What follows belongs to an exercise in optimizing a design on an open flow for small area and a short achievable clock period; a production flow would make more cautious choices.
Only simulation tests tie the RTL to the original design; equivalence was not proved.
Power and IR drop assume default switching activity.

### design/flow/constraint.sdc
create_clock -name core_clock -period 5.5 [get_ports {clk}]
set_input_delay 1.1000 -clock core_clock [delete_from_list [all_inputs] [get_ports {clk}]]
set_output_delay 1.1000 -clock core_clock [all_outputs]
set_load 0.01 [all_outputs]
### design/flow/flow/run.sh
#!/bin/bash
# Layout flow: the standard flow, run unchanged for synthesis, then with
# the port buffers given an explicit cell (instead of the resizer's pick of a
# delay cell) and sizing free to change a cell's footprint.
set -euo pipefail
bash standard.sh synth > synth.log 2>&1
bash standard.sh MATCH_CELL_FOOTPRINT=0 \
  "BUFFER_PORTS_ARGS=-buffer_cell sky130_fd_sc_hd__buf_2" \
  finish > layout.log 2>&1
### design/flow/config.mk
export PLATFORM = sky130hd
export DESIGN_NAME = reg_file_32x32
export DESIGN_NICKNAME = reg_file_32x32
export VERILOG_FILES = /design/flow/design.v
export SDC_FILE = /design/flow/constraint.sdc
export NUM_CORES = 4
export LEC_CHECK = 0
export CAP_MARGIN = 20
export CORE_MARGIN = 2
export CORE_UTILIZATION = 55
export CTS_BUF_LIST = sky130_fd_sc_hd__clkbuf_16
export CTS_CLUSTER_DIAMETER = 80
export CTS_CLUSTER_SIZE = 24
export SETUP_SLACK_MARGIN = 1.5
export SLEW_MARGIN = 20
export SYNTH_HIERARCHICAL = 1
### design/flow/standard.sh
#!/bin/bash
# synth_recipe.tcl (not shown) runs the flow's synth.tcl, then flattens the netlist and writes it again
# the make line also repeats each setting of config.mk as NAME=value (left out here)
make -C /OpenROAD-flow-scripts/flow DESIGN_CONFIG=/design/flow/config.mk WORK_HOME=/design/flow/orfs CLKGATE_MAP_FILE= SYNTH_SCRIPT=/design/flow/synth_recipe.tcl "${@:-finish}"
### design/flow/design.v
package mips_pkg;
  localparam int REG_ADDR_W = 5;
  localparam int REG_DATA_W = 32;
  typedef logic [REG_ADDR_W-1:0] reg_addr_t;
  typedef logic [REG_DATA_W-1:0] word_t;
  localparam reg_addr_t REG_ZERO = 5'd0;
  function automatic word_t word_mux2(input logic sel, input word_t a, input word_t b);
    word_mux2 = sel ? b : a;
  endfunction
endpackage
module reg_word
#(
  parameter int DATA_W = mips_pkg::REG_DATA_W
) (
  input  logic              clk,
  input  logic              en,
  input  logic [DATA_W-1:0] d,
  output logic [DATA_W-1:0] q
);
  logic [DATA_W-1:0] q_q;
  always_ff @(posedge clk) begin
    if (en) begin
      q_q <= d;
    end
  end
  assign q = q_q;
endmodule
module rf_or8 (
  input  logic [7:0] sel,
  input  logic [7:0] d,
  output logic       y
);
  assign y = |(sel & d);
endmodule
module rf_nor2 (
  input  logic a, b,
  output logic y
);
  assign y = ~(a | b);
endmodule
module rf_nand2 (
  input  logic a, b,
  output logic y
);
  assign y = ~(a & b);
endmodule
module rf_and3 (
  input  logic a, b, c,
  output logic y
);
  assign y = a & b & c;
endmodule
module rf_nand3 (
  input  logic a, b, c,
  output logic y
);
  assign y = ~(a & b & c);
endmodule
module rf_write_decode (
  input  logic        we,
  input  logic [4:0]  waddr,
  output logic [31:1] wen,
  output logic [31:1] wen_n
);
  logic [3:0] lo;
  logic [7:0] hi;
  always_comb begin
    for (int j = 0; j < 4; j++) lo[j] = (waddr[1:0] == 2'(j));
    for (int j = 0; j < 8; j++) hi[j] = (waddr[4:2] == 3'(j));
  end
  for (genvar i = 1; i < 32; i++) begin : g_wen
    rf_and3  u_wen   (.a(we), .b(lo[i % 4]), .c(hi[i / 4]), .y(wen[i]));
    rf_nand3 u_wen_n (.a(we), .b(lo[i % 4]), .c(hi[i / 4]), .y(wen_n[i]));
  end
endmodule
module rf_and4 (
  input  logic a, b, c, d,
  output logic y
);
  assign y = a & b & c & d;
endmodule
module rf_read_decode (
  input  logic        reset_n,
  input  logic        we,
  input  logic [4:0]  waddr,
  input  logic [4:0]  raddr,
  input  logic [31:1] valid,
  input  logic [31:1] wen_n,
  output logic [31:0] sel
);
  logic [3:0] lo;
  logic [7:0] hi;
  always_comb begin
    for (int j = 0; j < 4; j++) lo[j] = (raddr[1:0] == 2'(j));
    for (int j = 0; j < 8; j++) hi[j] = (raddr[4:2] == 3'(j));
  end
  assign sel[0] = reset_n && we && (waddr == raddr) && (raddr != 5'd0);
  for (genvar i = 1; i < 32; i++) begin : g_sel
    rf_and4 u_sel (
      .a (lo[i % 4]),
      .b (hi[i / 4]),
      .c (valid[i]),
      .d (wen_n[i]),
      .y (sel[i])
    );
  end
endmodule
module rf_read_bit (
  input  logic [31:0] sel,
  input  logic [31:0] d,
  output logic        q
);
  logic [3:0]  u;
  logic [1:0]  v;
  for (genvar k = 0; k < 4; k++) begin : g_u
    rf_or8 u_u (.sel(sel[8*k+7:8*k]), .d(d[8*k+7:8*k]), .y(u[k]));
  end
  for (genvar k = 0; k < 2; k++) begin : g_v
    rf_nor2 u_v (.a(u[2*k]), .b(u[2*k+1]), .y(v[k]));
  end
  rf_nand2 u_q (.a(v[0]), .b(v[1]), .y(q));
endmodule
module reg_file_32x32
#(
  parameter int DATA_W = mips_pkg::REG_DATA_W,
  parameter int ADDR_W = mips_pkg::REG_ADDR_W
) (
  input  logic              clk,
  input  logic              reset_n,
  input  logic              we,
  input  logic [ADDR_W-1:0] waddr,
  input  logic [DATA_W-1:0] wdata,
  input  logic [ADDR_W-1:0] raddr1,
  input  logic [ADDR_W-1:0] raddr2,
  output logic [DATA_W-1:0] rdata1,
  output logic [DATA_W-1:0] rdata2
);
  mips_pkg::word_t rf [32];
  logic [31:1] wen;
  logic [31:1] wen_n;
  rf_write_decode u_wdec (
    .we    (we),
    .waddr (waddr),
    .wen   (wen),
    .wen_n (wen_n)
  );
  logic [31:1] valid_q;
  always_ff @(posedge clk or negedge reset_n) begin
    if (!reset_n) begin
      valid_q <= '0;
    end else begin
      valid_q <= valid_q | wen;
    end
  end
  assign rf[0] = wdata;
  for (genvar r = 1; r < 32; r++) begin : g_reg
    reg_word #(.DATA_W(DATA_W)) u_reg_word (
      .clk (clk),
      .en  (wen[r]),
      .d   (wdata),
      .q   (rf[r])
    );
  end
  mips_pkg::reg_addr_t ra [2];
  mips_pkg::word_t     rd [2];
  assign ra[0] = raddr1;
  assign ra[1] = raddr2;
  for (genvar p = 0; p < 2; p++) begin : g_port
    for (genvar h = 0; h < 2; h++) begin : g_half
      logic [31:0] sel;
      rf_read_decode u_dec (
        .reset_n (reset_n),
        .we      (we),
        .waddr   (waddr),
        .raddr   (ra[p]),
        .valid   (valid_q),
        .wen_n   (wen_n),
        .sel     (sel)
      );
      for (genvar b = 16*h; b < 16*h + 16; b++) begin : g_bit
        logic [31:0] col;
        for (genvar r = 0; r < 32; r++) begin : g_col
          assign col[r] = rf[r][b];
        end
        rf_read_bit u_bit (
          .sel (sel),
          .d   (col),
          .q   (rd[p][b])
        );
      end
    end
  end
  assign rdata1 = rd[0];
  assign rdata2 = rd[1];
endmodule
==> notes.md <==
sequential cells by signal, summed over array words and instances (netlist names):
name	flops
valid_q	31
g.u_reg_word.q_q	992
layer usage:
metal  part of all wire, %  vias up  track usage [%]
met5                 0.027        -            0.238
met1                    35    17647             56.5
li1                      -    13597                -
met3                    17      695             14.5
met4                   5.4        6             16.2
met2                    43     3690             59.4
cells in the final DEF, fill, tap and decap left out, types with 4 or more instances in the layout:
master	synthesis	layout
buf_8	0	11
dfrtp_1	31	31
nand3_2	0	6
nor3b_4	0	12
and4_1	124	6
and4_2	0	4
a22oi_1	1024	826
nor3_4	0	4
nand2_1	68	49
edfxtp_1	992	992
nor2_1	137	34
buf_6	8	69
inv_1	0	18
and4_4	0	141
and3_4	0	4
nand2_2	0	18
a211oi_2	4	4
a22oi_2	0	198
nor2b_4	0	7
clkbuf_16	0	57
nor2_2	0	68
and3b_2	11	10
buf_4	4	192
nand3_1	35	4
and3_2	5	32
xnor2_2	4	4
or2_1	31	31
and2_4	0	4
xnor2_1	16	16
buf_12	0	66
nand4_1	260	260
nand3_4	0	25
nor2_4	0	35
buf_2	0	91
what timing repair did:
| action | in CTS | in global routing |
|---|---|---|
| setup buffers | 143 | 51 |
| pin swaps | 275 | 237 |
| gates cloned | 19 | 18 |
| gates resized for setup | 708 | 204 |
| hold endpoints to repair | 0 | 0 |
| endpoints found under the setup margin | 64 | 64 |
power by group:
part	switching, W	internal [W]
combinational	0.000938	0.000465
clock	0.00249	0.00170
sequential	0.000185	0.00868
cell families (layout without fill, tap and decap cells):
family | after synthesis | after routing | share of synthesized area (%)
compound gates | 1028 | 1028 | 18.0
flops | 1023 | 1023 | 71.0
simple gates | 737 | 765 | 10.3
xor+xnor | 20 | 20 | 0.477
buf+inv | 12 | 520 | 0.279
other cells | 0 | 2 | 0
per-module statistics from Yosys (local to each module, per instance), a selection:
module,flops+latches,copies in the design
rf_nand3,0,31
reg_file_32x32,31,1
rf_read_decode,0,4
rf_and4,0,124
rf_nand2,0,64
rf_or8,0,256
rf_and3,0,31
rf_nor2,0,128
rf_write_decode,0,1
metrics by stage:
step,setup WS (ns),power [W]
global placement,0.561,0.00996
finish,1.18,0.0145
CTS,1.39,0.0142
global route,1.15,0.0147
detailed placement,0.484,0.00999
floorplan,1.77,0.00935
worst max-delay path by stage:
stage	start	endpoint	slack (ns)	depth (start not counted)
finish	waddr[4]	rdata1[3]	1.18	12
global route	waddr[4]	rdata2[16]	1.15	10
CTS	waddr[2]	rdata2[18]	1.39	10
detailed placement	waddr[1]	rdata1[18]	0.48	10
global placement	waddr[1]	rdata1[18]	0.56	10
floorplan	waddr[0]	rdata1[0]	1.77	7
cell type report:
| class | count | area, um2 |
|---|---|---|
| antenna | 2 | 5.00 |
| sequential | 1023 | 30600 |
| tap | 1040 | 1300 |
| multi-input combinational | 1813 | 15100 |
| fill | 5315 | 24700 |
| clock buffer | 51 | 1280 |
| timing repair buffer | 440 | 4410 |
| clock inverter | 29 | 149 |
==> results.sh <==
export IMPL_status="no timing/DRC/antenna violations"
export IMPL_synth_area_leader_cell="edfxtp_1"
export IMPL_min_path_type="input pin to asynchronous set/reset pin"
export IMPL_yosys_top_cells_area="edfxtp_1, a22oi_1, nand4_1, and4_1, dfrtp_1"
export IMPL_core_area_um2=77500
export IMPL_initial_utilization_pct=55.6
export IMPL_drive_above_1_share_pct=32.3
export IMPL_hold_violations=0
export IMPL_hold_slack_ns=0.498
export IMPL_vias_per_cell=8.10
export IMPL_worst_path_buf_inv=5
export IMPL_r2r_end="valid_q[17]"
export IMPL_maxSlewHeadroom_pct=20.9
export IMPL_synth_cells=2820
export IMPL_synth_main_ff_cell="edfxtp_1"
export IMPL_period_minus_slack_ns=4.32
export IMPL_fin_cells=4398
export IMPL_route_detailed_drc=0
export IMPL_synth_edff_count=992
export IMPL_clkSinkCount=1023
export IMPL_final_setup_viol_count=0
export IMPL_ant_nets=0
export IMPL_grt_pass1_vias=32800
export IMPL_synthDistinctLibCells=21
export IMPL_final_area_um2=52800
export IMPL_die_h_um=284
export IMPL_clk_pin_slew_ns=0.10
export IMPL_worstPathCellList="buf_12 -> buf_12 -> and3b_2 -> buf_6 -> nand3_4 -> buf_6 -> and4_4 -> a22oi_2 -> nand4_1 -> nor2_2 -> nand2_1 -> buf_2"
export IMPL_slowest_stage="and3b_2"
export IMPL_fin_util_pct=68.2
export IMPL_critPathTopFamily="simple AND/OR/NAND/NOR gates"
export IMPL_fin_crit_sh_pct=78.6
export IMPL_cts_buffers=50
export IMPL_vdd_ir_drop_worst_v=0.000331
export IMPL_clk_latency_ns=0.66
export IMPL_cts_max_path_buffers=3
export IMPL_vias=35635
export IMPL_drt_initial_drc_count=8164
export IMPL_firstDrtPassIters=10
export IMPL_leakage_nw=16.7
export IMPL_dpl_cell_count=4085
export IMPL_avgSynthCellArea_um2=15.3
export IMPL_power_density_nw_per_um2=274
export IMPL_tritoncts="yes"
export IMPL_synth_commonest_cells="a22oi_1, edfxtp_1, nand4_1, nor2_1, and4_1"
export IMPL_yosysSeqAreaShare_pct=71.0
export IMPL_area_growth_pct=22.7
export IMPL_dp_hpwl_um=96700
export IMPL_wire_per_inst_um=40.0
export IMPL_root_buffer="clkbuf_16"
export IMPL_cp_slowest_stage_delay_ns=0.35
export IMPL_postCtsHoldBufs=0
export IMPL_synth_top_cell_area_share_pct=69.2
export IMPL_antenna_found_initial=7
export IMPL_tns_ns=0
export IMPL_grt_pass1_wl_um=236000
export IMPL_worst_slew_pin_slew_ns=1.19
export IMPL_cp_start_kind="input pin"
export IMPL_wirelength_um=176000
export IMPL_io_buffers=113
export IMPL_endpoint_kind="output pin"
export IMPL_grt_usage_pct=40.9
export IMPL_timing_rr_start="valid_q[17]"
export IMPL_synth_most_common_cell="a22oi_1"
export IMPL_gr_total_overflow=0
export IMPL_ios=114
export IMPL_yosys_warnings=15
export IMPL_dieArea_um2=80500
export IMPL_row_count=102
export IMPL_nets=3378
export IMPL_place_congestion=0.959
export IMPL_worst_setup_path_type="input pin to output pin"
export IMPL_die_x_um=284
export IMPL_fin_worst_skew_ns=0
export IMPL_grt_max_degree=36
export IMPL_path_max_fanout=8
export IMPL_synth_area_um2=43100
export IMPL_cp_data_required_time_ns=4.40
export IMPL_ff2ff_path_depth=1
export IMPL_rsz0062_at_grt="yes"
export IMPL_rrSetupSlack_ns=4.46
export IMPL_synth_seq_cells=1023
export IMPL_place_area_um2=45800
export IMPL_synthArstFlopShare_pct=3.03
export IMPL_worstPathArrival_ns=3.22
export IMPL_slew_violations=0
export IMPL_maxCapViolations=0
export IMPL_htree_levels=2
export IMPL_synthesis_nets=2870
export IMPL_clock_fmax_mhz=231

-- port drivers added, routing unchanged --
The results above use ideal ports. As a check the final layout listed here was re-extracted and re-timed, cells and wires unchanged.
Step 1 sets driving cells, clkbuf_16 on the clock port and buf_2 on the other inputs (assumed; they add their load-dependent delay and slew).
Step 2, shift: input delay + t, output delay - t, t = (earliest + latest rising clock arrival at the registers) / 2. This alone moves slack from input paths to output paths.
a / b / c = ideal / step 1 / step 2; a / b = the first two.
t (ns): 0.731
slack for setup (ns): 1.177 / 1.016 / 1.016
worst hold slack (ns): 0.498 / 0.447 / 0.589
worst setup path at the end: input to output
cell pins on the clock port's net: 1
After both steps this run still meets setup and hold. For this run, drivers alone change the setup slack by -0.161 ns; drivers and shift together by -0.161 ns.
